This is an optimization exercise on Yosys and OpenROAD, whose aim is small area, not a production implementation.
Function was checked by simulation only, so behaviour that the tests miss may differ from the original.
No activity file was given, so power comes from the tool's default toggle rates.

## run.sh

```bash
#!/bin/bash
# synth_recipe.tcl (not shown) runs the flow's synth.tcl, then flattens the netlist and writes it again
# the make line also repeats each setting of config.mk as NAME=value (left out here)
make -C /OpenROAD-flow-scripts/flow DESIGN_CONFIG=/design/flow/config.mk WORK_HOME=/design/flow/orfs CLKGATE_MAP_FILE= SYNTH_SCRIPT=/design/flow/synth_recipe.tcl finish
```

## config.mk

```make
export PLATFORM = sky130hd
export DESIGN_NAME = writeback_regfile
export DESIGN_NICKNAME = writeback_regfile
export VERILOG_FILES = /design/flow/design.v
export SDC_FILE = /design/flow/constraint.sdc
export NUM_CORES = 4
export LEC_CHECK = 0
export CAP_MARGIN = 20
export CORE_MARGIN = 2
export CORE_UTILIZATION = 40
export SLEW_MARGIN = 20
export SYNTH_HIERARCHICAL = 1
```

## constraint.sdc

```tcl
create_clock -name core_clock -period 7.0 [get_ports {clk}]
set_input_delay 1.4000 -clock core_clock [delete_from_list [all_inputs] [get_ports {clk}]]
set_output_delay 1.4000 -clock core_clock [all_outputs]
set_load 0.01 [all_outputs]
```

## design.v

```verilog
module writeback_regfile #(
    parameter int unsigned DATA_WIDTH          = 32,
    parameter int unsigned ADDRESS_WIDTH       = 32,
    parameter int unsigned REG_FILE_ADDR_WIDTH = 5
) (
    input  logic                           clk,
    input  logic                           rst,
    input  logic                           regwritew,
    input  logic [2:0]                     resultsrcw,
    input  logic [DATA_WIDTH-1:0]          aluresultw,
    input  logic [DATA_WIDTH-1:0]          readdataw,
    input  logic [REG_FILE_ADDR_WIDTH-1:0] rdw,
    input  logic [DATA_WIDTH-1:0]          pcplus4w,
    input  logic [DATA_WIDTH-1:0]          immextw,
    input  logic [ADDRESS_WIDTH-1:0]       pctargetw,
    input  logic [REG_FILE_ADDR_WIDTH-1:0] rs1d,
    input  logic [REG_FILE_ADDR_WIDTH-1:0] rs2d,
    output logic [DATA_WIDTH-1:0]          rd1d,
    output logic [DATA_WIDTH-1:0]          rd2d,
    output logic [DATA_WIDTH-1:0]          resultw,
    output logic [DATA_WIDTH-1:0]          a0,
    output logic [31:0]                    retirecount
);
    localparam int unsigned NREG = 32;
    logic [NREG-1:1][DATA_WIDTH-1:0] regs_q;
    logic [31:0]                     retirecount_q;
    logic [DATA_WIDTH-1:0]           pctarget_ext;
    logic [DATA_WIDTH-1:0]           wdata;
    logic                            wr_en;
    logic                            byp1, byp2;
    logic [NREG-1:1]                 wen, dec1, dec2, sel1, sel2;
    logic [4:0]                      rsel;
    if (ADDRESS_WIDTH >= DATA_WIDTH) begin : g_pct_trunc
        assign pctarget_ext = pctargetw[DATA_WIDTH-1:0];
    end else begin : g_pct_zext
        assign pctarget_ext = {{(DATA_WIDTH - ADDRESS_WIDTH){1'b0}}, pctargetw};
    end
    assign wr_en = regwritew && (rdw != '0);
    always_comb begin
        rsel[0] = (resultsrcw == 3'd0);
        rsel[1] = (resultsrcw == 3'd1);
        rsel[2] = (resultsrcw == 3'd2);
        rsel[3] = !resultsrcw[2] && resultsrcw[1];
        rsel[4] = (resultsrcw == 3'd4);
    end
    for (genvar b = 0; b < DATA_WIDTH; b++) begin : g_res
        logic ya, yb;
        wbr_aoi222 u_a (.a1(rsel[0]), .a2(aluresultw[b]),
                        .b1(rsel[1]), .b2(readdataw[b]),
                        .c1(rsel[2]), .c2(pcplus4w[b]), .y(ya));
        wbr_aoi32  u_b (.a1(rsel[3]), .a2(resultsrcw[0]), .a3(immextw[b]),
                        .b1(rsel[4]), .b2(pctarget_ext[b]), .y(yb));
        wbr_nand2  u_r (.a(ya), .b(yb), .y(resultw[b]));
    end
    assign wdata = rst ? '0 : resultw;
    for (genvar i = 1; i < NREG; i++) begin : g_reg
        always_ff @(posedge clk) begin
            if (rst || wen[i]) begin
                regs_q[i] <= wdata;
            end
        end
    end
    always_ff @(posedge clk) begin
        if (rst) begin
            retirecount_q <= '0;
        end else if (wr_en) begin
            retirecount_q <= retirecount_q + 32'd1;
        end
    end
    always_comb begin
        for (int i = 1; i < NREG; i++) begin
            wen[i]  = regwritew && (rdw == REG_FILE_ADDR_WIDTH'(i));
            dec1[i] = (rs1d == REG_FILE_ADDR_WIDTH'(i));
            dec2[i] = (rs2d == REG_FILE_ADDR_WIDTH'(i));
            sel1[i] = dec1[i] && !wen[i];
            sel2[i] = dec2[i] && !wen[i];
        end
    end
    assign byp1 = wr_en && (rs1d == rdw);
    assign byp2 = wr_en && (rs2d == rdw);
    for (genvar b = 0; b < DATA_WIDTH; b++) begin : g_rd
        logic [NREG-1:1] col;
        for (genvar i = 1; i < NREG; i++) begin : g_col
            assign col[i] = regs_q[i][b];
        end
        wbr_read32 u_p1 (.sel(sel1[NREG-2:1]), .dec31(dec1[NREG-1]), .nwen31(!wen[NREG-1]),
                         .d(col), .bsel(byp1), .bd(resultw[b]), .y(rd1d[b]));
        wbr_read32 u_p2 (.sel(sel2[NREG-2:1]), .dec31(dec2[NREG-1]), .nwen31(!wen[NREG-1]),
                         .d(col), .bsel(byp2), .bd(resultw[b]), .y(rd2d[b]));
    end
    assign a0          = regs_q[10];
    assign retirecount = retirecount_q;
endmodule
module wbr_read32 (
    input  logic [30:1] sel,
    input  logic        dec31,
    input  logic        nwen31,
    input  logic [31:1] d,
    input  logic        bsel,
    input  logic        bd,
    output logic        y
);
    logic [10:0] n;
    logic [2:0]  m;
    for (genvar k = 0; k < 10; k++) begin : g_a
        wbr_aoi222 u (.a1(sel[3*k+1]), .a2(d[3*k+1]),
                      .b1(sel[3*k+2]), .b2(d[3*k+2]),
                      .c1(sel[3*k+3]), .c2(d[3*k+3]), .y(n[k]));
    end
    wbr_aoi32 u_l (.a1(dec31), .a2(nwen31), .a3(d[31]), .b1(bsel), .b2(bd), .y(n[10]));
    wbr_nand4 u_m0 (.a(n[0]), .b(n[1]), .c(n[2]),  .d(n[3]), .y(m[0]));
    wbr_nand4 u_m1 (.a(n[4]), .b(n[5]), .c(n[6]),  .d(n[7]), .y(m[1]));
    wbr_nand3 u_m2 (.a(n[8]), .b(n[9]), .c(n[10]), .y(m[2]));
    wbr_or3   u_o  (.a(m[0]), .b(m[1]), .c(m[2]), .y(y));
endmodule
module wbr_aoi222 (input logic a1, a2, b1, b2, c1, c2, output logic y);
    assign y = !((a1 && a2) || (b1 && b2) || (c1 && c2));
endmodule
module wbr_aoi32 (input logic a1, a2, a3, b1, b2, output logic y);
    assign y = !((a1 && a2 && a3) || (b1 && b2));
endmodule
module wbr_nand2 (input logic a, b, output logic y);
    assign y = !(a && b);
endmodule
module wbr_nand3 (input logic a, b, c, output logic y);
    assign y = !(a && b && c);
endmodule
module wbr_nand4 (input logic a, b, c, d, output logic y);
    assign y = !(a && b && c && d);
endmodule
module wbr_or3 (input logic a, b, c, output logic y);
    assign y = a || b || c;
endmodule
```

==> qor.yml, run 1 <==
setup_path:
  arrival_ns: 5.48
  start_kind: "primary input"
  slowest_stage: "and3_1"
  required_ns: 5.60
  crit_chain: "clkdlybuf4s50_1, nor2b_1, nand4_1, and3_1, buf_4, buf_4, a222oi_1, nand4_1, or3_1, clkdlybuf4s50_1"
  crit_fanout: 13
  endpoint_kind: "primary output"
  slowest_delay_ns: 0.56
  cp_top_family: "simple AND/OR/NAND/NOR gates"
  worstSetupPathType: "primary input to primary output"
  cp_num_buf_inv: 4
clock_tree:
  cts_buffers: 104
  h-tree-depth: 3
  clkTransAtPathRegs_ns: 0.06
  postCtsResizedCells: 0
  post-cts-setup-buffers: 0
  cts_hold_buf: 0
  cts_tree: "done"
  cts_root_buf: "clkbuf_16"
  worstSkewPairLatency_ns: 0.67
  cts_buffer_depth: 3
  clock-sinks: 1024
sta:
  post-route-period-util: 0.9822
  finalSetupViolations: 0
  grt_setup_unrepaired: "no"
  slew_viol_final: 0
  min_period_ns: 6.875
  hold_slack_ns: 0.5047
  setup_tns_ns: 0
  slew-limit-headroom: 0.2285
  hold_viol: 0
  clock_skew_ns: 0.02581
  max_freq_mhz: 145.5
  tightest_slew_ns: 1.152
layout:
  layout.nets: 3236
  nFillCells: 8697
  final_core_util: 0.4975
  drive_gt1_frac: 0.1439
  final_cell_mix: "992 x edfxtp_1, 672 x a222oi_1, 338 x clkdlybuf4s50_1"
  area_delta_synth_final_pct: 23.68
  final_common_cell: "edfxtp_1"
floorplan:
  core_um2: 105000
  chipHeight_um: 328.9
  start_util: 0.4022
  die-area_um2: 108200
  die_x_um: 328.9
  ioPinCount: 341
  rows: 119
logic_synthesis:
  synth_warnings: 7
  yosysTopAreaCellShare: 0.7055
  yosysSeqAreaShare: 0.7207
  ys_ff_latch: 1024
  avgSynthCellArea_um2: 16.82
  synth_edf_count: 992
  netlist_area_um2: 42220
  syn_inst: 2511
  synth_ff_type: "edfxtp_1"
  synth_area_leaders: "edfxtp_1 71%, a222oi_1 16%, nand4_1 2.1%"
  synth.largest_area_cell: "edfxtp_1"
  synth_fp_nets: 2693
  synth_cell_types: 45
  async_flop_share: 0
placed_design:
  place_congestion: 0.9589
  port_buffers: 340
  dp.final_hpwl_mm: 107.8
route:
  routed_via_density: 7.670
  wl_per_cell_um: 40.22
  first_pass_iters: 17
  first_iter_violations: 9277
  ant_nets: 0
  drc_errors: 0
  wirelength_mm: 182.3
  vias: 34750
power:
  p_leak_nw: 16.80
  peakVddDrop_uv: 238.8
  p_per_area_nw_per_um2: 279.7
  power_w: 0.01461
global_routing:
  grt_pass1_wl_mm: 248.5
  overflow: 0
  antenna_found_initial: 9
  grt_max_degree: 41
  gr-usage-all-layers: 0.3237
  grt_pass1_vias: 33670
outcome:
  status: "finished clean"
job:
  cap_violations: 0
min_path:
  hold_path.class: "flop to flop"
per-module statistics from Yosys (local to each module, per instance), excerpt:
| module | flops+latches | times used |
|---|---|---|
| wbr_nand3 | 0 | 64 |
| wbr_aoi222 | 0 | 672 |
| wbr_aoi32 | 0 | 96 |
| wbr_nand4 | 0 | 128 |
| writeback_regfile | 1024 | 1 |
| wbr_or3 | 0 | 64 |
| wbr_nand2 | 0 | 32 |
per-layer routing:
metal | wire (um) | global-route usage | part of all wire | vias to the layer above
li1 | - | - | - | 13290
met1 | 59150 | 0.4056 | 0.32 | 17000
met2 | 78060 | 0.4823 | 0.43 | 3781
met3 | 33030 | 0.1217 | 0.18 | 681
met4 | 11980 | 0.1820 | 0.066 | 6
met5 | 34 | 0 | 0.00019 | -
through the flow:
step	setup slack [ns]	std cells	instance area (um^2)
2_1_floorplan	0.5413	2511	42220
3_3_place_gp	0.2836	4338	48790
3_5_place_dp	0.3136	4338	48840
4_1_cts	0.2880	4525	52100
5_1_grt	0.1726	4528	52210
6_report	0.1248	4531	52220
cells in the mapped netlist, types with 2 or more instances:
master / count
nand4_1: 144
a21oi_1: 6
and3_2: 2
buf_4: 35
buf_6: 3
nor3_1: 44
nand2_1: 58
a32oi_1: 96
and4_1: 2
nor4_1: 23
xor2_1: 20
o31ai_1: 4
nand2b_1: 14
nor3b_1: 4
buf_2: 3
mux2_2: 3
nor2b_1: 38
dfxtp_1: 32
nand3_1: 78
or3_1: 68
inv_1: 2
xnor2_1: 12
nand4b_1: 2
clkbuf_1: 23
nand3b_1: 6
or2_2: 34
or4_1: 5
and3_1: 7
and2_1: 2
a222oi_1: 672
edfxtp_1: 992
nor2_1: 64
path summary, 6_finish.rpt:
check                                 start                        endpoint  slack [ns]  cells past startpoint
min          retirecount_q[29]$_SDFFE_PP0P_  retirecount_q[29]$_SDFFE_PP0P_        0.50                      2
max                               regwritew                        rd2d[24]        0.12                     10
max reg2reg  retirecount_q[17]$_SDFFE_PP0P_  retirecount_q[28]$_SDFFE_PP0P_        4.72                      5
min reg2reg  retirecount_q[29]$_SDFFE_PP0P_  retirecount_q[29]$_SDFFE_PP0P_        0.50                      2
power breakdown:
part	switching (W)	total [W]	internal [W]	leakage [nW]
Clock	0.00237	0.00540	0.00303	1.57
Combinational	0.00100	0.00154	0.000540	5.45
Sequential	0.000303	0.00767	0.00737	9.79
Total	0.00367	0.0146	0.0109	16.8
worst register-to-register path, delay by kind of cell, from the launching register on:
family           cells  cell delay (ns)
AND/OR/NAND/NOR      4             1.40
multiplexers         1             0.30
flip-flops           1             0.44
state kept, by name, summed over array words and instances, names as in the netlist:
name           flops
regs_q           992
retirecount_q     32
kinds of logic (layout without fill, tap and decap cells):
family	Yosys count	count (layout)	synth area share
DFF	1024	1024	0.7207
AOI/OAI and AO/OA	781	781	0.1815
and+or+nand+nor	603	603	0.08016
buffers and inverters	66	690	0.009601
xor gates and xnor gates	32	32	0.006638
muxes	4	4	0.001156
adders and majority gates	1	1	0.0002963
other	0	5	0
cell type report:
class | instances | area [um^2] | share of cell area
diodes | 5 | 12.51 | 0.0002396
clock inverters | 61 | 573.1 | 0.01097
flip-flops and latches | 1024 | 30430 | 0.5827
well taps | 1391 | 1740 | 0.03333
clock buffers | 126 | 2685 | 0.05142
repair buffers | 501 | 4771 | 0.09136
inverters | 2 | 7.507 | 0.0001438
multi-input cells | 1421 | 12000 | 0.2298
==> inputs of run 2 (changes only) <==
--- a/design.v
+++ b/design.v
@@ -26,5 +26,4 @@
     logic [31:0]                     retirecount_q;
     logic [DATA_WIDTH-1:0]           pctarget_ext;
-    logic [DATA_WIDTH-1:0]           wdata;
     logic                            wr_en;
     logic                            byp1, byp2;
@@ -53,18 +52,30 @@
         wbr_nand2  u_r (.a(ya), .b(yb), .y(resultw[b]));
     end
-    assign wdata = rst ? '0 : resultw;
+    logic [NREG-1:1] wr_hold, wr_load;
+    logic [NREG-1:1][DATA_WIDTH-1:0] regs_d;
+    assign wr_load = wen & {(NREG-1){!rst}};
+    assign wr_hold = ~(wen | {(NREG-1){rst}});
     for (genvar i = 1; i < NREG; i++) begin : g_reg
+        for (genvar b = 0; b < DATA_WIDTH; b++) begin : g_bit
+            wbr_ao22 u_h (.a1(regs_q[i][b]), .a2(wr_hold[i]),
+                          .b1(resultw[b]), .b2(wr_load[i]), .y(regs_d[i][b]));
+        end
         always_ff @(posedge clk) begin
-            if (rst || wen[i]) begin
-                regs_q[i] <= wdata;
-            end
+            regs_q[i] <= regs_d[i];
+        end
+    end
+    logic [32:0] cnt_c;
+    logic [31:0] cnt_s;
+    assign cnt_c[0]  = wr_en;
+    assign cnt_c[16] = wr_en && (&retirecount_q[15:0]);
+    for (genvar i = 0; i < 32; i++) begin : g_cnt
+        if (i == 15 || i == 31) begin : g_x
+            assign cnt_s[i] = retirecount_q[i] ^ cnt_c[i];
+        end else begin : g_h
+            wbr_ha u (.a(retirecount_q[i]), .b(cnt_c[i]), .s(cnt_s[i]), .co(cnt_c[i+1]));
         end
     end
     always_ff @(posedge clk) begin
-        if (rst) begin
-            retirecount_q <= '0;
-        end else if (wr_en) begin
-            retirecount_q <= retirecount_q + 32'd1;
-        end
+        retirecount_q <= rst ? '0 : cnt_s;
     end
     always_comb begin
@@ -114,4 +125,10 @@
     wbr_or3   u_o  (.a(m[0]), .b(m[1]), .c(m[2]), .y(y));
 endmodule
+module wbr_ha (input logic a, b, output logic s, co);
+    assign {co, s} = {1'b0, a} + {1'b0, b};
+endmodule
+module wbr_ao22 (input logic a1, a2, b1, b2, output logic y);
+    assign y = (a1 && a2) || (b1 && b2);
+endmodule
 module wbr_aoi222 (input logic a1, a2, b1, b2, c1, c2, output logic y);
     assign y = !((a1 && a2) || (b1 && b2) || (c1 && c2));
--- a/config.mk
+++ b/config.mk
@@ -9,4 +9,6 @@
 export CORE_MARGIN = 2
 export CORE_UTILIZATION = 40
+export CTS_CLUSTER_DIAMETER = 80
+export CTS_CLUSTER_SIZE = 20
 export SLEW_MARGIN = 20
 export SYNTH_HIERARCHICAL = 1
==> run 2 against run 1 <==
Sequential power fell by 23%. Via count grew 22%. Clock power fell by 33%. Critical path depth fell by 1. Global-route usage rose by 6.2 points. Flip-flop and latch count unchanged. Maximum frequency is 0.84% lower. Synthesized cell count rose by 36%. Routed wire length up 16%.
==> qor.yml, run 2 <==
logic_synthesis:
  async_flop_share: 0  # unchanged
  avgSynthCellArea_um2: 11.86  # was 16.82 um^2
  synth_edf_count: 0  # was 992
  synth.largest_area_cell: "dfxtp_1"  # was edfxtp_1
  netlist_area_um2: 40630  # was 42220 um^2
  synth_warnings: 7  # unchanged
  syn_inst: 3426  # was 2511
  synth_ff_type: "dfxtp_1"  # was edfxtp_1
  synth_area_leaders: "dfxtp_1 50%, a22o_1 21%, a222oi_1 17%"  # was edfxtp_1 71%, a222oi_1 16%, nand4_1 2.1%
  yosysSeqAreaShare: 0.5045  # was 0.7207
  synth_fp_nets: 3637  # was 2693
  ys_ff_latch: 1024  # unchanged
  yosysMostFrequentCell: "dfxtp_1"  # was edfxtp_1
  synth_cell_types: 34  # was 45
  synth_commonest_cells: "1024 x dfxtp_1, 992 x a22o_1, 672 x a222oi_1, 133 x nand4_1, 96 x a32oi_1"  # was 992 x edfxtp_1, 672 x a222oi_1, 144 x nand4_1, 96 x a32oi_1, 78 x nand3_1
  yosysTopAreaCellShare: 0.5045  # was 0.7055
sta:
  grt_setup_unrepaired: "no"  # unchanged
  min_period_ns: 6.934  # was 6.875 ns
  setup_tns_ns: 0  # unchanged
  slew_viol_final: 0  # unchanged
  hold_viol: 0  # unchanged
  max_freq_mhz: 144.2  # was 145.5 MHz
  slew-limit-headroom: 0.1524  # was 0.2285
  finalSetupViolations: 0  # unchanged
  tightest_slew_ns: 1.268  # was 1.152 ns
  clock_skew_ns: 0.01768  # was 0.02581 ns
  worst_slack_ns: 0.06631  # was 0.1248 ns
  post-route-period-util: 0.9905  # was 0.9822
  hold_slack_ns: 0.5136  # was 0.5047 ns
layout:
  final_common_cell: "dfxtp_1"  # was edfxtp_1
  largest_reg_flops: 992  # unchanged
  reg.largest.list: "regs_q (992), retirecount_q (32)"  # unchanged
  area_delta_synth_final_pct: 23.63  # was 23.68%
  fin_area_um2: 50230  # was 52220 um^2
  final_core_util: 0.5001  # was 0.4975
  top_register: "regs_q"  # unchanged
  drive_gt1_frac: 0.1204  # was 0.1439
  layout.nets: 4220  # was 3236
  final_cell_mix: "1024 x dfxtp_1, 992 x a22o_1, 672 x a222oi_1"  # was 992 x edfxtp_1, 672 x a222oi_1, 338 x clkdlybuf4s50_1
clock_tree:
  cts_hold_buf: 0  # unchanged
  post-cts-setup-buffers: 0  # unchanged
  clock-sinks: 1024  # unchanged
  worstSkewPairLatency_ns: 0.71  # was 0.67 ns
  clkTransAtPathRegs_ns: 0.08  # was 0.06 ns
  cts_buffer_depth: 3  # unchanged
  cts_root_buf: "clkbuf_16"  # unchanged
  h-tree-depth: 2  # was 3
  cts_buffers: 59  # was 104
  postCtsResizedCells: 0  # unchanged
  cts_tree: "done"  # unchanged
route:
  wl_per_cell_um: 39.25  # was 40.22 um
  routed_via_density: 7.845  # was 7.670
  ant_nets: 0  # unchanged
  highest_layer: "met5"  # unchanged
  m1WireLength_mm: 79.29  # was 59.15 mm
  dr_wl_met3_mm: 34.74  # was 33.03 mm
  wl_met2_mm: 83.31  # was 78.06 mm
  drc_errors: 0  # unchanged
  first_iter_violations: 9858  # was 9277
  first_pass_iters: 12  # was 17
  wirelength_mm: 211.6  # was 182.3 mm
  vias: 42290  # was 34750
setup_path:
  worstSetupPathType: "primary input to primary output"  # unchanged
  endpoint_kind: "primary output"  # unchanged
  arrival_ns: 5.53  # was 5.48 ns
  required_ns: 5.60  # about the same
  start_kind: "primary input"  # unchanged
  crit_fanout: 12  # was 13
placed_design:
  place_ws_ns: 0.2897  # was 0.3136 ns
  dp.final_hpwl_mm: 133.6  # was 107.8 mm
  port_buffers: 340  # unchanged
  place_congestion: 0.9640  # was 0.9589
  dpl_cell_area_um2: 48410  # was 48840 um^2
global_routing:
  overflow: 0  # unchanged
  grt_pass1_vias: 38820  # was 33670
  grt_max_degree: 69  # was 41
  antenna_found_initial: 20  # was 9
  grt_pass1_wl_mm: 292.2  # was 248.5 mm
  gr-usage-all-layers: 0.3857  # was 0.3237
power:
  p_per_area_nw_per_um2: 212.1  # was 279.7 nW/um^2
  p_leak_nw: 17.93  # was 16.80 nW
  peakVddDrop_uv: 161.6  # was 238.8 uV
min_path:
  hold_path.class: "flop to flop"  # unchanged
floorplan:
  chipHeight_um: 322.7  # was 328.9 um
  die_x_um: 322.7  # was 328.9 um
  core_um2: 100400  # was 105000 um^2
  ioPinCount: 341  # unchanged
  rows: 116  # was 119
  die-area_um2: 104100  # was 108200 um^2
  start_util: 0.4045  # was 0.4022
job:
  cap_violations: 0  # unchanged
outcome:
  status: "finished clean"  # unchanged
==> run 2: cell types whose count changed after synthesis, sizes merged, moves of 16 or more <==
cell    previous run  this run
or2               36         6
ha                 1        30
dfxtp             32      1024
xor2              20         4
a22o               0       992
edfxtp           992         0
nand2             58        38
nor3              45        84
==> run 2: critical path, cell delays in order <==
cell	delay, ns
clkdlybuf4s50_1	0.68
nand4b_1	0.31
buf_4	0.20
nor2_1	0.32
nor3_2	0.27
a222oi_1	0.64
nand4_1	0.59
or3_1	0.61
clkdlybuf4s50_1	0.51
==> run 2: power breakdown <==
part	internal, W	leakage (nW)	switching, W
Combinational	0.000294	8.88	0.000842
Sequential	0.00585	8.25	0.0000262
Clock	0.00157	0.798	0.00207
Total	0.00771	17.9	0.00294
==> run 2: modules after synthesis, one instance, submodules excluded, a selection <==
module	copies in the design	area, um^2	flip-flops and latches	cells
wbr_ao22	992	8.758	0	1
wbr_aoi222	672	10.01	0	1
wbr_ha	30	12.51	0	1
wbr_nand2	32	3.754	0	1
wbr_nand3	64	5.005	0	1
wbr_nand4	128	6.256	0	1
wbr_or3	64	6.256	0	1
writeback_regfile	1	22360	1024	1348
==> run 2: path summary, 6_finish.rpt <==
| kind | from | endpoint | slack [ns] | cells after the start |
|---|---|---|---|---|
| worst min-delay path | regs_q[704]$_DFF_P_ | regs_q[704]$_DFF_P_ | 0.51 | 1 |
| worst max-delay path | rdw[3] | rd2d[12] | 0.07 | 9 |
| worst max register to register | retirecount_q[7]$_SDFF_PP0_ | retirecount_q[30]$_SDFF_PP0_ | 3.24 | 19 |
| worst min register to register | regs_q[704]$_DFF_P_ | regs_q[704]$_DFF_P_ | 0.51 | 1 |
==> run 2: kinds of logic after synthesis <==
kind of cell             count (synthesis)  synth area share
AO/OA/AOI/OAI                         1761            0.4008
flip-flops                            1024            0.5045
AND/OR/NAND/NOR                        530           0.07243
buffers and inverters                   69           0.01044
adder cells (fa/ha/maj)                 30          0.009238
XOR/XNOR                                12          0.002587
==> run 2: per-layer routing <==
| layer | GRT usage | vias to the layer above |
|---|---|---|
| met4 | 0.2163 | 12 |
| li1 | - | 17030 |
| met3 | 0.1575 | 669 |
| met5 | 0 | - |
| met2 | 0.5300 | 3803 |
| met1 | 0.5073 | 20780 |
==> run 2: stage by stage <==
stage          std cells  total power (W)
4_1_cts             5371          0.01060
3_3_place_gp        5296         0.007072
2_1_floorplan       3426         0.006368
5_1_grt             5377          0.01087
6_report            5391          0.01065
3_5_place_dp        5299         0.007081
==> run 2: layout make-up <==
cell class | instances | area [um^2]
Fill cell | 9099 | 50210
Multi-Input combinational cell | 2333 | 20540
Sequential cell | 1024 | 20500
Timing Repair Buffer | 590 | 5812
Tap cell | 1357 | 1698
Clock buffer | 65 | 1530
Clock inverter | 7 | 111.4
Antenna cell | 14 | 35.03
Inverter | 1 | 3.754
==> inputs of run 3 (changes only) <==
==> flow/run.sh (new file) <==
#!/bin/bash
# The standard layout (the standard.sh, all ORFS steps through finish),
# with one change: the port buffers that global placement inserts use the
# smallest buffer, sky130_fd_sc_hd__buf_1, instead of the default choice.
# Each ORFS step's full log stays under orfs/logs/; make's own output goes
# to standard_make.log in this folder.
set -euo pipefail
bash standard.sh "BUFFER_PORTS_ARGS=-buffer_cell sky130_fd_sc_hd__buf_1" finish > standard_make.log 2>&1
==> standard.sh (new file) <==
#!/bin/bash
# synth_recipe.tcl (not shown) runs the flow's synth.tcl, then flattens the netlist and writes it again
# the make line also repeats each setting of config.mk as NAME=value (left out here)
make -C /OpenROAD-flow-scripts/flow DESIGN_CONFIG=/design/flow/config.mk WORK_HOME=/design/flow/orfs CLKGATE_MAP_FILE= SYNTH_SCRIPT=/design/flow/synth_recipe.tcl "${@:-finish}"
removed: run.sh
==> run 3 against run 2 <==
Flip-flop and latch count unchanged. Synthesized cell count stayed put. Register-to-register slack better by 0.04 ns. Critical path type unchanged. Clock power about the same. Clock skew shrank 0.0044 ns. Power fell by 1.0%. Sequential share of layout area increased by 2.3 points. Largest cell class unchanged. Synthesized area unchanged. Critical endpoint is now rd1d[12]. Routed wire length rose by 0.34%.
==> qor.yml, run 3 <==
sta:
  slew-limit-headroom: 0.1629  # was 0.1524
  grt_setup_unrepaired: "no"  # unchanged
  max_freq_mhz: 150.6  # was 144.2 MHz
  hold_slack_ns: 0.5150  # was 0.5136 ns
  setup_tns_ns: 0  # unchanged
  worst_slack_ns: 0.3596  # was 0.06631 ns
  slew_viol_final: 0  # unchanged
  tightest_slew_ns: 1.249  # was 1.268 ns
  finalSetupViolations: 0  # unchanged
  post-route-period-util: 0.9486  # was 0.9905
  clock_skew_ns: 0.01329  # was 0.01768 ns
  hold_viol: 0  # unchanged
  min_period_ns: 6.640  # was 6.934 ns
logic_synthesis:
  synth_warnings: 7  # unchanged
  async_flop_share: 0  # unchanged
  synth_area_leaders: "dfxtp_1 50%, a22o_1 21%, a222oi_1 17%"  # unchanged
  synth_cell_types: 34  # unchanged
  netlist_area_um2: 40630  # unchanged
  avgSynthCellArea_um2: 11.86  # unchanged
  synth_fp_nets: 3637  # unchanged
  synth_ff_type: "dfxtp_1"  # unchanged
  ys_ff_latch: 1024  # unchanged
  yosysMostFrequentCell: "dfxtp_1"  # unchanged
  synth.largest_area_cell: "dfxtp_1"  # unchanged
  syn_inst: 3426  # unchanged
  yosysSeqAreaShare: 0.5045  # unchanged
  synth_edf_count: 0  # unchanged
  synth_commonest_cells: "1024 x dfxtp_1, 992 x a22o_1, 672 x a222oi_1, 133 x nand4_1, 96 x a32oi_1"  # unchanged
  yosysTopAreaCellShare: 0.5045  # unchanged
setup_path:
  crit_chain: "buf_1, nand4b_1, nor2_1, nor3_2, buf_4, a222oi_1, nand4_1, or3_1, buf_1"  # was clkdlybuf4s50_1, nand4b_1, buf_4, nor2_1, nor3_2, a222oi_1, nand4_1, or3_1, clkdlybuf4s50_1
  path_common_cell: "buf_1"  # was clkdlybuf4s50_1
  crit_fanout: 17  # was 12
  slowest_stage: "or3_1"  # was clkdlybuf4s50_1
  arrival_ns: 5.24  # was 5.53 ns
  worstSetupPathType: "primary input to primary output"  # unchanged
  start_kind: "primary input"  # unchanged
  cp_top_family: "simple AND/OR/NAND/NOR gates"  # unchanged
  required_ns: 5.60  # about the same
  endpoint_kind: "primary output"  # unchanged
  cp_num_buf_inv: 3  # unchanged
  slowest_delay_ns: 0.63  # was 0.68 ns
route:
  wirelength_mm: 212.3  # was 211.6 mm
  first_pass_iters: 14  # was 12
  routed_via_density: 7.948  # was 7.845
  ant_nets: 0  # unchanged
  first_iter_violations: 10500  # was 9858
  vias: 42480  # was 42290
  wl_per_cell_um: 39.72  # was 39.25 um
  drc_errors: 0  # unchanged
clock_tree:
  clkTransAtPathRegs_ns: 0.08  # about the same
  cts_buffers: 58  # was 59
  cts_tree: "done"  # unchanged
  post-cts-setup-buffers: 0  # unchanged
  cts_root_buf: "clkbuf_16"  # unchanged
  cts_hold_buf: 0  # unchanged
  cts_buffer_depth: 3  # unchanged
  worstSkewPairLatency_ns: 0.71  # about the same
  clock-sinks: 1024  # unchanged
  postCtsResizedCells: 0  # unchanged
  h-tree-depth: 2  # unchanged
floorplan:
  chipHeight_um: 322.7  # unchanged
  ioPinCount: 341  # unchanged
  die-area_um2: 104100  # unchanged
  start_util: 0.4045  # unchanged
  rows: 116  # unchanged
  die_x_um: 322.7  # unchanged
  core_um2: 100400  # unchanged
layout:
  largest_reg_flops: 992  # unchanged
  layout.nets: 4185  # was 4220
  final_cell_mix: "1024 x dfxtp_1, 992 x a22o_1, 672 x a222oi_1"  # unchanged
  final_core_util: 0.4731  # was 0.5001
  area_delta_synth_final_pct: 16.96  # was 23.63%
  drive_gt1_frac: 0.1133  # was 0.1204
  top_register: "regs_q"  # unchanged
  final_common_cell: "dfxtp_1"  # unchanged
  nFillCells: 9308  # was 9099
  final_cells: 5345  # was 5391
  reg.largest.list: "regs_q (992), retirecount_q (32)"  # unchanged
power:
  p_switching_w: 0.002921  # was 0.002943 W
  p_comb_frac: 0.097  # was 0.107
  switching_share: 0.2769  # was 0.2762
  internal_power_w: 0.007627  # was 0.007712 W
  peakVddDrop_uv: 202.5  # was 161.6 uV
  p_per_area_nw_per_um2: 222.0  # was 212.1 nW/um^2
  p_leak_nw: 16.85  # was 17.93 nW
  p_seq_frac: 0.557  # was 0.552
  clkPwrFrac: 0.346  # was 0.342
job:
  cap_violations: 0  # unchanged
global_routing:
  gr-usage-met2: 0.5309  # was 0.5300
  grt_max_degree: 47  # was 69
  use_met3: 0.1440  # was 0.1575
  gr-usage-all-layers: 0.3866  # was 0.3857
  grt.busiest_layer: "met2"  # unchanged
  grt_pass1_wl_mm: 292.1  # was 292.2 mm
  grtUsageMet1: 0.5111  # was 0.5073
  overflow: 0  # unchanged
  grt_pass1_vias: 38450  # was 38820
  antenna_found_initial: 12  # was 20
min_path:
  hold_path.class: "flop to flop"  # unchanged
placed_design:
  place_ws_ns: 0.7232  # was 0.2897 ns
  port_buffers: 340  # unchanged
  place_congestion: 1.003  # was 0.9640
  place_inst: 5263  # was 5299
  dp.final_hpwl_mm: 134.6  # was 133.6 mm
outcome:
  status: "finished clean"  # unchanged
[run 3: changes by cell type in the layout (fill, tap and decap cells not counted), sizes merged, moves of 2 or more]
cell           delta
buf             +303
bufinv            +2
clkbuf            -2
clkdlybuf4s50   -339
diode             -8
inv               -2
[run 3: logic make-up after synthesis]
group           Yosys count  synth area share
flops                  1024            0.5045
fa+ha+maj                30          0.009238
compound gates         1761            0.4008
buf+inv                  69           0.01044
xor+xnor                 12          0.002587
simple gates            530           0.07243
[run 3: final cells by class]
type	instances	area (um^2)	area share
clock buffers	61	1484	0.03123
clock inverters	7	138.9	0.002923
flip-flops and latches	1024	20500	0.4314
diodes	6	15.01	0.0003160
inverters	1	3.754	0.00007899
well taps	1357	1698	0.03573
multi-input cells	2333	20540	0.4323
repair buffers	556	3139	0.06606
[run 3: path summary, 6_finish.rpt]
kind | startpoint | end | slack (ns) | cells past startpoint
max | rdw[3] | rd1d[12] | 0.36 | 9
min | regs_q[331]$_DFF_P_ | regs_q[331]$_DFF_P_ | 0.51 | 1
max reg2reg | retirecount_q[6]$_SDFF_PP0_ | retirecount_q[30]$_SDFF_PP0_ | 3.28 | 19
min reg2reg | regs_q[331]$_DFF_P_ | regs_q[331]$_DFF_P_ | 0.51 | 1
[run 3: modules after synthesis (local to each module, per instance), excerpt]
module | cells inside | times used
wbr_ao22 | 1 | 992
wbr_aoi222 | 1 | 672
wbr_aoi32 | 1 | 96
wbr_ha | 1 | 30
wbr_nand2 | 1 | 32
wbr_nand3 | 1 | 64
wbr_nand4 | 1 | 128
wbr_or3 | 1 | 64
writeback_regfile | 1348 | 1
[run 3: per-stage QoR]
| step | power (W) | area (um^2) |
|---|---|---|
| floorplan | 0.006368 | 40630 |
| global placement | 0.006952 | 45570 |
| detailed placement | 0.006961 | 45690 |
| CTS | 0.01048 | 47310 |
| global route | 0.01076 | 47510 |
| finish | 0.01055 | 47520 |
[run 3: power by group through the flow]
stage	Sequential, W	Combinational [W]	Clock (W)
2_1_floorplan	0.00601	0.000363	0
3_3_place_gp	0.00601	0.000940	0
3_5_place_dp	0.00601	0.000949	0
4_1_cts	0.00587	0.000950	0.00365
5_1_grt	0.00588	0.00102	0.00386
6_report	0.00588	0.00102	0.00365
[run 3: layer usage]
metal / routed length (um) / part of all wire / up-vias
met5: 189 / 0.00089 / -
met4: 15900 / 0.075 / 10
met3: 34380 / 0.16 / 786
met2: 83070 / 0.39 / 4071
met1: 78790 / 0.37 / 20670
li1: - / - / 16950
==> inputs of run 4 (changes only) <==
--- a/config.mk
+++ b/config.mk
@@ -8,7 +8,7 @@
 export CAP_MARGIN = 20
 export CORE_MARGIN = 2
-export CORE_UTILIZATION = 40
+export CORE_UTILIZATION = 45
 export CTS_CLUSTER_DIAMETER = 80
-export CTS_CLUSTER_SIZE = 20
+export CTS_CLUSTER_SIZE = 24
 export SLEW_MARGIN = 20
 export SYNTH_HIERARCHICAL = 1
==> run 4 against run 3 <==
Utilization grew 4.9 points. Register-to-register slack worse by 0.11 ns. Critical path depth unchanged. Routed wire length down 1.4%. Die area shrank 11%. Worst setup slack better by 0.21 ns. Global-route usage is 3.8 points higher. Cell area shrank 1.5%. Synthesized cell count is the same. Sequential power barely moved. Flip-flop and latch count stayed put. Via count shrank 0.51%.
==> qor.yml, run 4 <==
logic_synthesis:
  yosysTopAreaCellShare: 0.5045  # unchanged
  avgSynthCellArea_um2: 11.86  # unchanged
  yosysMostFrequentCell: "dfxtp_1"  # unchanged
  synthSimpleGateAreaFrac: 0.07243  # unchanged
  async_flop_share: 0  # unchanged
  synth_edf_count: 0  # unchanged
  synth_fp_nets: 3637  # unchanged
  syn_inst: 3426  # unchanged
  yosys.area_share.xor_xnor: 0.002587  # unchanged
  synth_ff_type: "dfxtp_1"  # unchanged
  synth_cell_types: 34  # unchanged
  synth.largest_area_cell: "dfxtp_1"  # unchanged
  synth_warnings: 7  # unchanged
  yosysSeqAreaShare: 0.5045  # unchanged
  synth_top_family_by_area: "compound AO/OA/AOI/OAI gates"  # unchanged
  ys_ff_latch: 1024  # unchanged
  netlist_area_um2: 40630  # unchanged
  synth-compound-area-share: 0.4008  # unchanged
  synth_commonest_cells: "1024 x dfxtp_1, 992 x a22o_1, 672 x a222oi_1, 133 x nand4_1, 96 x a32oi_1"  # unchanged
  synth_area_leaders: "dfxtp_1 50%, a22o_1 21%, a222oi_1 17%"  # unchanged
  post_synth_mux_area_share: 0  # unchanged
  synthAdderAreaFrac: 0.009238  # unchanged
outcome:
  status: "finished clean"  # unchanged
clock_tree:
  cts_buffers: 52  # was 58
  clock-sinks: 1024  # unchanged
  clkTransAtPathRegs_ns: 0.09  # was 0.08 ns
  cts_root_buf: "clkbuf_16"  # unchanged
  cts_hold_buf: 0  # unchanged
  h-tree-depth: 2  # unchanged
  cts_tree: "done"  # unchanged
  cts_buffer_depth: 3  # unchanged
  postCtsResizedCells: 0  # unchanged
  worstSkewPairLatency_ns: 0.67  # was 0.71 ns
  post-cts-setup-buffers: 0  # unchanged
setup_path:
  endpoint_kind: "primary output"  # unchanged
  slowest_stage: "nand4b_1"  # was or3_1
  crit_chain: "buf_1, nand4b_1, nor2_1, nor3_2, buf_4, a222oi_1, nand4_1, or3_1, buf_1"  # unchanged
  required_ns: 5.60  # about the same
  arrival_ns: 5.03  # was 5.24 ns
  path_common_cell: "buf_1"  # unchanged
  worstSetupPathType: "primary input to primary output"  # unchanged
  cp_top_family: "simple AND/OR/NAND/NOR gates"  # unchanged
  crit_fanout: 32  # was 17
  cp_num_buf_inv: 3  # unchanged
  worstSetupPathDepth: 9  # unchanged
  ff2ff_path_depth: 20  # was 19
  slowest_delay_ns: 0.67  # was 0.63 ns
  start_kind: "primary input"  # unchanged
route:
  drc_errors: 0  # unchanged
  first_iter_violations: 9667  # was 10500
  first_pass_iters: 13  # was 14
  wirelength_mm: 209.3  # was 212.3 mm
  ant_nets: 0  # unchanged
  vias: 42270  # was 42480
  wl_per_cell_um: 40.82  # was 39.72 um
  routed_via_density: 8.244  # was 7.948
sta:
  clock_skew_ns: 0.007210  # was 0.01329 ns
  tightest_slew_ns: 1.240  # was 1.249 ns
  finalSetupViolations: 0  # unchanged
  min_period_ns: 6.435  # was 6.640 ns
  post-route-period-util: 0.9192  # was 0.9486
  slew_viol_final: 0  # unchanged
  max_freq_mhz: 155.4  # was 150.6 MHz
  worst_slack_ns: 0.5654  # was 0.3596 ns
  hold_viol: 0  # unchanged
  grt_setup_unrepaired: "no"  # unchanged
  slew-limit-headroom: 0.1712  # was 0.1629
  setup_tns_ns: 0  # unchanged
layout:
  final_common_cell: "dfxtp_1"  # unchanged
  top_register: "regs_q"  # unchanged
  fin_area_um2: 46810  # was 47520 um^2
  reg.largest.list: "regs_q (992), retirecount_q (32)"  # unchanged
  drive_gt1_frac: 0.1046  # was 0.1133
  largest_reg_flops: 992  # unchanged
  area_delta_synth_final_pct: 15.22  # was 16.96%
  layout.nets: 4142  # was 4185
  final_cell_mix: "1024 x dfxtp_1, 992 x a22o_1, 672 x a222oi_1"  # unchanged
  final_core_util: 0.5217  # was 0.4731
floorplan:
  rows: 110  # was 116
  die_x_um: 304.5  # was 322.7 um
  chipHeight_um: 304.5  # was 322.7 um
  core_um2: 89740  # was 100400 um^2
  start_util: 0.4528  # was 0.4045
  ioPinCount: 341  # unchanged
  die-area_um2: 92710  # was 104100 um^2
global_routing:
  grt_pass1_wl_mm: 287.9  # was 292.1 mm
  overflow: 0  # unchanged
  grt_max_degree: 47  # unchanged
  antenna_found_initial: 12  # unchanged
  grt_pass1_vias: 38240  # was 38450
  gr-usage-all-layers: 0.4242  # was 0.3866
placed_design:
  place_congestion: 0.9754  # was 1.003
  port_buffers: 340  # unchanged
  dp.final_hpwl_mm: 124.4  # was 134.6 mm
  place_ws_ns: 0.7945  # was 0.7232 ns
  dpl_cell_area_um2: 45180  # was 45690 um^2
power:
  p_leak_nw: 16.60  # was 16.85 nW
  p_per_area_nw_per_um2: 222.3  # was 222.0 nW/um^2
  peakVddDrop_uv: 169.6  # was 202.5 uV
min_path:
  hold_path_depth: 1  # unchanged
  hold_path.class: "flop to flop"  # unchanged
job:
  cap_violations: 0  # unchanged
-- run 4: cell counts after synthesis --
Identical to the previous run, type by type.
-- run 4: kinds of logic after synthesis --
logic type	count (synthesis)
AND/OR/NAND/NOR	530
buffers and inverters	69
AO/OA/AOI/OAI	1761
XOR/XNOR	12
flip-flops	1024
adder cells (fa/ha/maj)	30
-- run 4: Yosys stat by module, one instance, submodules excluded, a selection --
module	times used	area (um^2)	flops+latches
wbr_aoi222	672	10.01	0
wbr_aoi32	96	8.758	0
wbr_ao22	992	8.758	0
wbr_nand3	64	5.005	0
writeback_regfile	1	22360	1024
wbr_nand4	128	6.256	0
wbr_ha	30	12.51	0
wbr_or3	64	6.256	0
wbr_nand2	32	3.754	0
-- run 4: per-layer routing --
metal,track usage,wire length (um),share of wire
met1,0.5571,76810,0.37
met2,0.5702,80610,0.39
met3,0.1770,36090,0.17
met4,0.2654,15730,0.075
met5,0,68,0.00032
-- run 4: worst paths after layout --
| kind | startpoint | end | slack, ns |
|---|---|---|---|
| setup / recovery | rdw[3] | rd2d[19] | 0.57 |
| hold / removal | regs_q[55]$_DFF_P_ | regs_q[55]$_DFF_P_ | 0.52 |
| setup reg to reg | retirecount_q[15]$_SDFF_PP0_ | retirecount_q[31]$_SDFF_PP0_ | 3.17 |
| hold reg to reg | regs_q[55]$_DFF_P_ | regs_q[55]$_DFF_P_ | 0.52 |
-- run 4: through the flow --
step	cells	hold WS [ns]	total power (W)
6_report	5127	0.5169	0.01041
3_5_place_dp	5050	0.4925	0.006951
4_1_cts	5121	0.5180	0.01033
2_1_floorplan	3426	0.4754	0.006368
5_1_grt	5124	0.5283	0.01060
3_3_place_gp	5045	0.4863	0.006943
-- run 4: layout make-up --
class / instances / area (um^2)
Sequential cell: 1024 / 20500
Clock buffer: 60 / 1404
Fill cell: 7994 / 42920
Multi-Input combinational cell: 2333 / 20510
Tap cell: 1176 / 1471
Clock inverter: 11 / 133.9
Timing Repair Buffer: 519 / 2785
Inverter: 1 / 3.754
Antenna cell: 3 / 7.507
-- run 4: power by group --
group / leakage [nW] / internal, W / switching (W)
clock network: 0.750 / 0.00146 / 0.00206
registers: 8.25 / 0.00585 / 0.0000258
logic: 7.60 / 0.000175 / 0.000836
total: 16.6 / 0.00749 / 0.00292
==> inputs of run 5 (changes only) <==
--- a/config.mk
+++ b/config.mk
@@ -8,5 +8,5 @@
 export CAP_MARGIN = 20
 export CORE_MARGIN = 2
-export CORE_UTILIZATION = 45
+export CORE_UTILIZATION = 55
 export CTS_CLUSTER_DIAMETER = 80
 export CTS_CLUSTER_SIZE = 24
==> run 5 against run 4 <==
Sequential power is essentially flat. Routed wire length grew 5.2%. First-iteration DRC count grew 27%. Cell count shrank 3.9%. Critical path depth is the same. Synthesized cell count is the same. Sequential share of layout area grew 0.39 points. Worst hold slack is essentially flat. Maximum frequency shrank 2.0%. Combinational power is essentially flat. Largest cell class is now sequential cells. Largest power group unchanged. Highest routed layer unchanged.
==> qor.yml, run 5 <==
layout:
  final_common_cell: "dfxtp_1"  # unchanged
  fin_area_um2: 46400  # was 46810 um^2
  area_delta_synth_final_pct: 14.21  # was 15.22%
  top_register: "regs_q"  # unchanged
  largest_reg_flops: 992  # unchanged
  nFillCells: 5859  # was 7994
  reg.largest.list: "regs_q (992), retirecount_q (32)"  # unchanged
  final_cell_mix: "1024 x dfxtp_1, 992 x a22o_1, 672 x a222oi_1"  # unchanged
  layout.nets: 4153  # was 4142
  drive_gt1_frac: 0.1044  # was 0.1046
logic_synthesis:
  synth.largest_area_cell: "dfxtp_1"  # unchanged
  synth_top_family_by_area: "compound AO/OA/AOI/OAI gates"  # unchanged
  post_synth_mux_area_share: 0  # unchanged
  synthSimpleGateAreaFrac: 0.07243  # unchanged
  avgSynthCellArea_um2: 11.86  # unchanged
  yosysMostFrequentCell: "dfxtp_1"  # unchanged
  synth_fp_nets: 3637  # unchanged
  netlist_area_um2: 40630  # unchanged
  ys_ff_latch: 1024  # unchanged
  synthAdderAreaFrac: 0.009238  # unchanged
  yosysSeqAreaShare: 0.5045  # unchanged
  yosysTopAreaCellShare: 0.5045  # unchanged
  synth_cell_types: 34  # unchanged
  synth_ff_type: "dfxtp_1"  # unchanged
  synth-compound-area-share: 0.4008  # unchanged
  synth_commonest_cells: "1024 x dfxtp_1, 992 x a22o_1, 672 x a222oi_1, 133 x nand4_1, 96 x a32oi_1"  # unchanged
  synth_edf_count: 0  # unchanged
  yosys.area_share.xor_xnor: 0.002587  # unchanged
  syn_inst: 3426  # unchanged
  async_flop_share: 0  # unchanged
  synth_area_leaders: "dfxtp_1 50%, a22o_1 21%, a222oi_1 17%"  # unchanged
  synth_warnings: 7  # unchanged
global_routing:
  grt_pass1_wl_mm: 301.7  # was 287.9 mm
  antenna_found_initial: 16  # was 12
  gr-usage-all-layers: 0.5479  # was 0.4242
  overflow: 0  # unchanged
  grt_pass1_vias: 43010  # was 38240
  grt_max_degree: 46  # was 47
sta:
  grt_setup_unrepaired: "no"  # unchanged
  clock_skew_ns: 0.009887  # was 0.007210 ns
  min_period_ns: 6.569  # was 6.435 ns
  post-route-period-util: 0.9384  # was 0.9192
  slew_viol_final: 0  # unchanged
  max_freq_mhz: 152.2  # was 155.4 MHz
  finalSetupViolations: 0  # unchanged
  worst_slack_ns: 0.4313  # was 0.5654 ns
  slew-limit-headroom: 0.09645  # was 0.1712
  setup_tns_ns: 0  # unchanged
  tightest_slew_ns: 1.354  # was 1.240 ns
  hold_viol: 0  # unchanged
floorplan:
  die-area_um2: 76060  # was 92710 um^2
  die_x_um: 275.8  # was 304.5 um
  start_util: 0.5559  # was 0.4528
  rows: 99  # was 110
  ioPinCount: 341  # unchanged
  chipHeight_um: 275.8  # was 304.5 um
  core_um2: 73080  # was 89740 um^2
clock_tree:
  h-tree-depth: 2  # unchanged
  postCtsResizedCells: 0  # unchanged
  cts_buffer_depth: 3  # unchanged
  post-cts-setup-buffers: 0  # unchanged
  cts_buffers: 51  # was 52
  clkTransAtPathRegs_ns: 0.09  # about the same
  cts_root_buf: "clkbuf_16"  # unchanged
  cts_hold_buf: 0  # unchanged
  cts_tree: "done"  # unchanged
  worstSkewPairLatency_ns: 0.68  # was 0.67 ns
  clock-sinks: 1024  # unchanged
outcome:
  status: "finished clean"  # unchanged
route:
  first_iter_violations: 12310  # was 9667
  vias: 45370  # was 42270
  routed_via_density: 9.209  # was 8.244
  drc_errors: 0  # unchanged
  wirelength_mm: 220.2  # was 209.3 mm
  ant_nets: 0  # unchanged
  first_pass_iters: 29  # was 13
  wl_per_cell_um: 44.69  # was 40.82 um
power:
  peakVddDrop_uv: 194.3  # was 169.6 uV
  clkPwrFrac: 0.339  # was 0.338
  p_switching_w: 0.002857  # was 0.002919 W
  power_w: 0.01038  # was 0.01041 W
  switching_share: 0.2752  # was 0.2805
  p_leak_nw: 16.59  # was 16.60 nW
  p_per_area_nw_per_um2: 223.7  # was 222.3 nW/um^2
  p_seq_frac: 0.566  # was 0.565
  internal_power_w: 0.007525  # was 0.007486 W
  p_comb_frac: 0.094  # was 0.097
setup_path:
  startpoint: "rdw[4]"  # was rdw[3]
  rr_startpoint: "retirecount_q[15]$_SDFF_PP0_"  # unchanged
  crit_fanout: 31  # was 32
  start_kind: "primary input"  # unchanged
  worstSetupPathType: "primary input to primary output"  # unchanged
  required_ns: 5.60  # about the same
  arrival_ns: 5.17  # was 5.03 ns
  endpoint_kind: "primary output"  # unchanged
placed_design:
  port_buffers: 340  # unchanged
  dp.final_hpwl_mm: 127.5  # was 124.4 mm
  place_ws_ns: 0.6564  # was 0.7945 ns
  dpl_cell_area_um2: 44810  # was 45180 um^2
  place_congestion: 1.018  # was 0.9754
min_path:
  hold_path.startpoint: "regs_q[714]$_DFF_P_"  # was regs_q[55]$_DFF_P_
  hold_path.class: "flop to flop"  # unchanged
job:
  cap_violations: 0  # unchanged
## run 5: cell counts after synthesis
No cell type changed its count.
## run 5: cell families after synthesis
logic type	after synthesis
buffers and inverters	69
adder cells (fa/ha/maj)	30
XOR/XNOR	12
AO/OA/AOI/OAI	1761
AND/OR/NAND/NOR	530
flip-flops	1024
## run 5: area by class of cell
class	count	area [um^2]	area share
timing repair buffer	531	2726	0.05876
clock inverter	13	191.4	0.004126
inverter	1	3.754	0.00008089
tap	959	1200	0.02586
antenna	11	27.53	0.0005932
sequential	1024	20500	0.4418
multi-input combinational	2333	20410	0.4398
clock buffer	55	1344	0.02896
## run 5: worst max-delay path, stage by stage
cell and delay, ns:
buf_1 0.39, nand4b_1 0.57, nor2_1 0.51, nor3_2 0.11, buf_4 0.36, a222oi_1 0.49
nand4_1 0.48, or3_1 0.65, buf_1 0.19
## run 5: path summary, 6_finish.rpt
kind | end | slack [ns] | cells after the start
min | regs_q[714]$_DFF_P_ | 0.52 | 1
max reg2reg | retirecount_q[31]$_SDFF_PP0_ | 3.18 | 20
max | rd2d[21] | 0.43 | 9
min reg2reg | regs_q[714]$_DFF_P_ | 0.52 | 1
## run 5: power by group through the flow
stage	logic, W	registers, W	clock network (W)
4_1_cts	0.000881	0.00588	0.00349
3_3_place_gp	0.000863	0.00601	0
6_report	0.000977	0.00588	0.00352
3_5_place_dp	0.000880	0.00601	0
2_1_floorplan	0.000363	0.00601	0
5_1_grt	0.000945	0.00588	0.00367
## run 5: modules after synthesis (local to each module, per instance), excerpt
module	cell area, um^2	cells inside	copies in the design
writeback_regfile	22360	1348	1
wbr_aoi32	8.758	1	96
wbr_or3	6.256	1	64
wbr_nand2	3.754	1	32
wbr_ha	12.51	1	30
wbr_nand3	5.005	1	64
wbr_ao22	8.758	1	992
wbr_aoi222	10.01	1	672
wbr_nand4	6.256	1	128
## run 5: through the flow
stage	std cells	util	hold WS, ns
global placement	4847	0.6130	0.4855
floorplan	3426	-	0.4754
global route	4919	0.6347	0.5322
finish	4927	0.6349	0.5172
CTS	4915	0.6342	0.5160
detailed placement	4847	0.6132	0.4928
## run 5: routing by layer
layer / share of wire / GRT usage
met5: 0.0030 / 0.06391
met4: 0.11 / 0.4628
met3: 0.19 / 0.3163
met2: 0.38 / 0.7336
met1: 0.32 / 0.6155
==> inputs of run 6 (changes only) <==
--- a/design.v
+++ b/design.v
@@ -29,4 +29,7 @@
     logic                            byp1, byp2;
     logic [NREG-1:1]                 wen, dec1, dec2, sel1, sel2;
+    logic [NREG-1:1]                 sel1_n, sel2_n;
+    logic                            x31a_n, x31b_n, x31w_n, x31a, x31b, x31w;
+    logic                            byp1_n, byp2_n, bsel1, bsel2;
     logic [4:0]                      rsel;
     if (ADDRESS_WIDTH >= DATA_WIDTH) begin : g_pct_trunc
@@ -52,8 +55,12 @@
         wbr_nand2  u_r (.a(ya), .b(yb), .y(resultw[b]));
     end
-    logic [NREG-1:1] wr_hold, wr_load;
+    logic [NREG-1:1] wr_hold, wr_load, wr_hold_n, wr_load_n;
     logic [NREG-1:1][DATA_WIDTH-1:0] regs_d;
-    assign wr_load = wen & {(NREG-1){!rst}};
-    assign wr_hold = ~(wen | {(NREG-1){rst}});
+    assign wr_load_n = ~(wen & {(NREG-1){!rst}});
+    assign wr_hold_n = wen | {(NREG-1){rst}};
+    for (genvar i = 1; i < NREG; i++) begin : g_wdrv
+        wbr_inv u_l (.a(wr_load_n[i]), .y(wr_load[i]));
+        wbr_inv u_h (.a(wr_hold_n[i]), .y(wr_hold[i]));
+    end
     for (genvar i = 1; i < NREG; i++) begin : g_reg
         for (genvar b = 0; b < DATA_WIDTH; b++) begin : g_bit
@@ -84,10 +91,24 @@
             dec1[i] = (rs1d == REG_FILE_ADDR_WIDTH'(i));
             dec2[i] = (rs2d == REG_FILE_ADDR_WIDTH'(i));
-            sel1[i] = dec1[i] && !wen[i];
-            sel2[i] = dec2[i] && !wen[i];
+            sel1_n[i] = !(dec1[i] && !wen[i]);
+            sel2_n[i] = !(dec2[i] && !wen[i]);
         end
     end
     assign byp1 = wr_en && (rs1d == rdw);
     assign byp2 = wr_en && (rs2d == rdw);
+    assign byp1_n = !byp1;
+    assign byp2_n = !byp2;
+    assign x31a_n = !dec1[NREG-1];
+    assign x31b_n = !dec2[NREG-1];
+    assign x31w_n = wen[NREG-1];
+    for (genvar i = 1; i < NREG - 1; i++) begin : g_sdrv
+        wbr_inv u_1 (.a(sel1_n[i]), .y(sel1[i]));
+        wbr_inv u_2 (.a(sel2_n[i]), .y(sel2[i]));
+    end
+    wbr_inv u_x31a (.a(x31a_n), .y(x31a));
+    wbr_inv u_x31b (.a(x31b_n), .y(x31b));
+    wbr_inv u_x31w (.a(x31w_n), .y(x31w));
+    wbr_inv u_b1   (.a(byp1_n), .y(bsel1));
+    wbr_inv u_b2   (.a(byp2_n), .y(bsel2));
     for (genvar b = 0; b < DATA_WIDTH; b++) begin : g_rd
         logic [NREG-1:1] col;
@@ -95,8 +116,8 @@
             assign col[i] = regs_q[i][b];
         end
-        wbr_read32 u_p1 (.sel(sel1[NREG-2:1]), .dec31(dec1[NREG-1]), .nwen31(!wen[NREG-1]),
-                         .d(col), .bsel(byp1), .bd(resultw[b]), .y(rd1d[b]));
-        wbr_read32 u_p2 (.sel(sel2[NREG-2:1]), .dec31(dec2[NREG-1]), .nwen31(!wen[NREG-1]),
-                         .d(col), .bsel(byp2), .bd(resultw[b]), .y(rd2d[b]));
+        wbr_read32 u_p1 (.sel(sel1[NREG-2:1]), .dec31(x31a), .nwen31(x31w),
+                         .d(col), .bsel(bsel1), .bd(resultw[b]), .y(rd1d[b]));
+        wbr_read32 u_p2 (.sel(sel2[NREG-2:1]), .dec31(x31b), .nwen31(x31w),
+                         .d(col), .bsel(bsel2), .bd(resultw[b]), .y(rd2d[b]));
     end
     assign a0          = regs_q[10];
@@ -128,4 +149,7 @@
     assign {co, s} = {1'b0, a} + {1'b0, b};
 endmodule
+module wbr_inv (input logic a, output logic y);
+    assign y = !a;
+endmodule
 module wbr_ao22 (input logic a1, a2, b1, b2, output logic y);
     assign y = (a1 && a2) || (b1 && b2);
--- a/config.mk
+++ b/config.mk
@@ -8,5 +8,5 @@
 export CAP_MARGIN = 20
 export CORE_MARGIN = 2
-export CORE_UTILIZATION = 55
+export CORE_UTILIZATION = 45
 export CTS_CLUSTER_DIAMETER = 80
 export CTS_CLUSTER_SIZE = 24
==> run 6 against run 5 <==
Count of clock-buffer cells in the layout decreased by 1. Worst setup slack got worse by 0.059 ns. Worst hold slack improved by 0.00085 ns. Critical path depth increased by 1. Power about the same. First-iteration DRC count decreased by 19%. Cell count increased by 7.4%. Register-to-register slack improved by 0.11 ns. Clock power increased by 1%. Global-route usage decreased by 12 points. Combinational power decreased by 2.5%. Sequential share of layout area decreased by 0.43 points. Critical endpoint is now rd1d[12]. Largest cell class unchanged. Largest power group unchanged.
==> qor.yml, run 6 <==
setup_path:
  arrival_ns: 5.23  # was 5.17 ns
  ff2ff_path_depth: 20  # unchanged
  r2r_slack_ns: 3.29  # was 3.18 ns
  slowest_stage: "clkinv_1"  # was or3_1
  start_kind: "primary input"  # unchanged
  required_ns: 5.60  # about the same
  path_common_cell: "buf_1"  # unchanged
  slowest_delay_ns: 0.64  # was 0.65 ns
  crit_fanout: 18  # was 31
  cp-endpoint: "rd1d[12]"  # was rd2d[21]
  endpoint_kind: "primary output"  # unchanged
  crit_chain: "buf_1, and4b_1, nand2_1, nand3_1, clkinv_1, buf_4, a222oi_1, nand4_1, or3_1, buf_1"  # was buf_1, nand4b_1, nor2_1, nor3_2, buf_4, a222oi_1, nand4_1, or3_1, buf_1
  worstSetupPathType: "primary input to primary output"  # unchanged
  rr_startpoint: "retirecount_q[6]$_SDFF_PP0_"  # was retirecount_q[15]$_SDFF_PP0_
  startpoint: "rdw[3]"  # was rdw[4]
  r2r-end: "retirecount_q[31]$_SDFF_PP0_"  # unchanged
sta:
  grt_setup_unrepaired: "no"  # unchanged
  min_period_ns: 6.628  # was 6.569 ns
  tightest_slew_ns: 1.317  # was 1.354 ns
  setup_tns_ns: 0  # unchanged
  clock_skew_ns: 0.01607  # was 0.009887 ns
  slew-limit-headroom: 0.1212  # was 0.09645
  post-route-period-util: 0.9469  # was 0.9384
  slew_viol_final: 0  # unchanged
  finalSetupViolations: 0  # unchanged
  max_freq_mhz: 150.9  # was 152.2 MHz
  hold_viol: 0  # unchanged
layout:
  drive_gt1_frac: 0.08680  # was 0.1044
  final_cell_mix: "1024 x dfxtp_1, 992 x a22o_1, 672 x a222oi_1"  # unchanged
  fin_area_um2: 46860  # was 46400 um^2
  reg.largest.list: "regs_q (992), retirecount_q (32)"  # unchanged
  largest_reg_flops: 992  # unchanged
  final_common_cell: "dfxtp_1"  # unchanged
  top_register: "regs_q"  # unchanged
  layout.nets: 4306  # was 4153
  area_delta_synth_final_pct: 13.78  # was 14.21%
  nFillCells: 8141  # was 5859
  final_cells: 5294  # was 4927
route:
  wirelength_mm: 212.6  # was 220.2 mm
  drc_errors: 0  # unchanged
  first_iter_violations: 9989  # was 12310
  routed_via_density: 8.081  # was 9.209
  ant_nets: 0  # unchanged
  first_pass_iters: 15  # was 29
  wl_per_cell_um: 40.15  # was 44.69 um
  vias: 42780  # was 45370
logic_synthesis:
  syn_inst: 3551  # was 3426
  synth-compound-area-share: 0.3951  # was 0.4008
  synth_ff_type: "dfxtp_1"  # unchanged
  ys_ff_latch: 1024  # unchanged
  synthAdderAreaFrac: 0.009114  # was 0.009238
  yosysMostFrequentCell: "dfxtp_1"  # unchanged
  synth.largest_area_cell: "dfxtp_1"  # unchanged
  yosysTopAreaCellShare: 0.4978  # was 0.5045
  synth_edf_count: 0  # unchanged
  netlist_area_um2: 41180  # was 40630 um^2
  synth_cell_types: 33  # was 34
  synth_commonest_cells: "1024 x dfxtp_1, 992 x a22o_1, 672 x a222oi_1, 146 x nand4_1, 128 x inv_1"  # was 1024 x dfxtp_1, 992 x a22o_1, 672 x a222oi_1, 133 x nand4_1, 96 x a32oi_1
  synth_area_leaders: "dfxtp_1 50%, a22o_1 21%, a222oi_1 16%"  # was dfxtp_1 50%, a22o_1 21%, a222oi_1 17%
  synth_fp_nets: 3762  # was 3637
  async_flop_share: 0  # unchanged
  synth_top_family_by_area: "compound AO/OA/AOI/OAI gates"  # unchanged
  synthSimpleGateAreaFrac: 0.07498  # was 0.07243
  yosysSeqAreaShare: 0.4978  # was 0.5045
  avgSynthCellArea_um2: 11.60  # was 11.86 um^2
  yosys.area_share.xor_xnor: 0.002552  # was 0.002587
  synth_warnings: 7  # unchanged
  post_synth_mux_area_share: 0  # unchanged
clock_tree:
  cts_tree: "done"  # unchanged
  cts_buffers: 51  # unchanged
  h-tree-depth: 2  # unchanged
  clkTransAtPathRegs_ns: 0.10  # was 0.09 ns
  clock-sinks: 1024  # unchanged
  post-cts-setup-buffers: 0  # unchanged
  postCtsResizedCells: 0  # unchanged
  cts_root_buf: "clkbuf_16"  # unchanged
  worstSkewPairLatency_ns: 0.67  # was 0.68 ns
  cts_buffer_depth: 3  # unchanged
  cts_hold_buf: 0  # unchanged
floorplan:
  die_x_um: 306.5  # was 275.8 um
  core_um2: 90420  # was 73080 um^2
  chipHeight_um: 306.5  # was 275.8 um
  ioPinCount: 341  # unchanged
  start_util: 0.4554  # was 0.5559
  rows: 110  # was 99
  die-area_um2: 93950  # was 76060 um^2
power:
  p_leak_nw: 17.74  # was 16.59 nW
  clkPwrFrac: 0.342  # was 0.339
  peakVddDrop_uv: 189.5  # was 194.3 uV
  p_seq_frac: 0.566  # about the same
  p_per_area_nw_per_um2: 221.7  # was 223.7 nW/um^2
  p_switching_w: 0.002855  # was 0.002857 W
  switching_share: 0.2748  # was 0.2752
  p_comb_frac: 0.092  # was 0.094
  internal_power_w: 0.007534  # was 0.007525 W
global_routing:
  grt_pass1_vias: 39450  # was 43010
  grt_max_degree: 63  # was 46
  gr-usage-all-layers: 0.4279  # was 0.5479
  overflow: 0  # unchanged
  antenna_found_initial: 13  # was 16
  grt_pass1_wl_mm: 293.6  # was 301.7 mm
placed_design:
  place_congestion: 0.9738  # was 1.018
  dpl_cell_area_um2: 45250  # was 44810 um^2
  place_inst: 5215  # was 4847
  port_buffers: 340  # unchanged
  dp.final_hpwl_mm: 131.6  # was 127.5 mm
min_path:
  hold_path.class: "flop to flop"  # unchanged
job:
  cap_violations: 0  # unchanged
outcome:
  status: "finished clean"  # unchanged
-- run 6: changes by cell type in the layout (fill, tap and decap cells not counted), moves of 11 or more --
cell / previous run / this run
inv_1: 1 / 110
nor3_2: 79 / 1
nand3_1: 68 / 115
or2_2: 6 / 31
nand2b_1: 8 / 30
nor2_1: 32 / 12
nor2_4: 20 / 0
nand2_1: 28 / 46
nor2_2: 16 / 0
inv_2: 0 / 15
nor2b_1: 30 / 44
nand4_1: 133 / 146
buf_4: 190 / 201
-- run 6: per-module statistics from Yosys, one instance, submodules excluded, excerpt --
module / cell area, um^2 / cells inside / flip-flops and latches / copies in the design
wbr_nand2: 3.754 / 1 / 0 / 32
wbr_inv: 3.754 / 1 / 0 / 127
wbr_aoi32: 8.758 / 1 / 0 / 96
writeback_regfile: 22430 / 1346 / 1024 / 1
wbr_ao22: 8.758 / 1 / 0 / 992
wbr_nand3: 5.005 / 1 / 0 / 64
wbr_aoi222: 10.01 / 1 / 0 / 672
wbr_nand4: 6.256 / 1 / 0 / 128
wbr_ha: 12.51 / 1 / 0 / 30
wbr_or3: 6.256 / 1 / 0 / 64
-- run 6: cell type report --
cell class	instances	area [um^2]	area share
Antenna cell	5	12.51	0.0002670
Clock buffer	54	1308	0.02790
Clock inverter	17	227.7	0.004860
Inverter	128	480.5	0.01025
Multi-Input combinational cell	2341	19910	0.4248
Sequential cell	1024	20500	0.4375
Tap cell	1176	1471	0.03140
Timing Repair Buffer	549	2953	0.06301
-- run 6: stage by stage --
stage	power, W	setup WS (ns)	hold slack (ns)	utilization
floorplan	0.006368	0.5831	0.4754	-
global placement	0.006903	0.6662	0.4857	0.5002
detailed placement	0.006903	0.6085	0.4921	0.5005
CTS	0.01031	0.6160	0.5176	0.5174
global route	0.01057	0.4351	0.5298	0.5181
finish	0.01039	0.3719	0.5181	0.5182
-- run 6: per-layer routing --
layer	wire, um	vias to the layer above	share of wire	global-route usage
met1	77740	20800	0.37	0.5478
met2	84020	4001	0.40	0.6001
met3	33620	813	0.16	0.1562
met5	176	-	0.00083	0.009819
li1	-	17160	-	-
met4	17010	10	0.080	0.2847
-- run 6: worst min path at each step --
stage / slack, ns / cells past startpoint / to / from
after global placement: 0.49 / 1 / regs_q[213]$_DFF_P_ / regs_q[213]$_DFF_P_
after CTS: 0.52 / 1 / regs_q[441]$_DFF_P_ / regs_q[441]$_DFF_P_
after floorplan: 0.48 / 1 / regs_q[0]$_DFF_P_ / regs_q[0]$_DFF_P_
final: 0.52 / 1 / regs_q[615]$_DFF_P_ / regs_q[615]$_DFF_P_
after global routing: 0.53 / 1 / regs_q[350]$_DFF_P_ / regs_q[350]$_DFF_P_
after detailed placement: 0.49 / 1 / regs_q[221]$_DFF_P_ / regs_q[221]$_DFF_P_
-- run 6: worst max-delay path: cells and delay by family --
family | cells | cell delay, ns
and+or+nand+nor | 5 | 1.62
buffers and inverters | 4 | 1.81
AOI/OAI and AO/OA | 1 | 0.38
-- run 6: power groups by stage --
| stage | sequential (W) | combinational, W | clock, W |
|---|---|---|---|
| after global placement | 0.00601 | 0.000892 | 0 |
| final | 0.00588 | 0.000953 | 0.00356 |
| after CTS | 0.00588 | 0.000892 | 0.00355 |
| after floorplan | 0.00601 | 0.000363 | 0 |
| after detailed placement | 0.00601 | 0.000891 | 0 |
| after global routing | 0.00588 | 0.000946 | 0.00374 |
-- run 6: cells by family (layout without fill, tap and decap cells) --
logic type	Yosys count	in the layout
adders and majority gates	30	30
buffers and inverters	186	748
other	0	5
AOI/OAI and AO/OA	1761	1761
DFF	1024	1024
xor gates and xnor gates	12	12
and+or+nand+nor	538	538

port drivers added, routing unchanged:
The results above use ideal ports. As a check the final layouts listed here were re-extracted and re-timed, cells and wires unchanged.
Step 1 sets driving cells, clkbuf_16 on the clock port and buf_2 on the other inputs (assumed; they add their load-dependent delay and slew).
Step 2 also shifts input and output timing later by t, the mid clock arrival at the registers, as if the neighbouring blocks saw the same clock.
Slacks: no drivers / after step 1 / after step 2; pairs: no drivers / after step 1.
run	shift t [ns]	setup slack, ns	hold WS [ns]	clock arrival spread, ns
run 1	0.742	0.125 / 0.090 / 0.090	0.505 / 0.505 / 0.505	0.064 / 0.064
run 2	0.778	0.066 / 0.040 / 0.040	0.514 / 0.514 / 0.514	0.049 / 0.050
run 3	0.754	0.360 / 0.334 / 0.334	0.515 / 0.515 / 0.515	0.063 / 0.062
run 4	0.729	0.565 / 0.536 / 0.536	0.517 / 0.517 / 0.517	0.048 / 0.048
run 5	0.738	0.431 / 0.403 / 0.403	0.517 / 0.517 / 0.517	0.031 / 0.031
run 6	0.752	0.372 / 0.328 / 0.328	0.518 / 0.518 / 0.518	0.050 / 0.050
After both steps setup and hold are still met in every run listed. For run 6, which loses most, drivers alone change the setup slack by -0.044 ns; drivers and shift together by -0.044 ns.
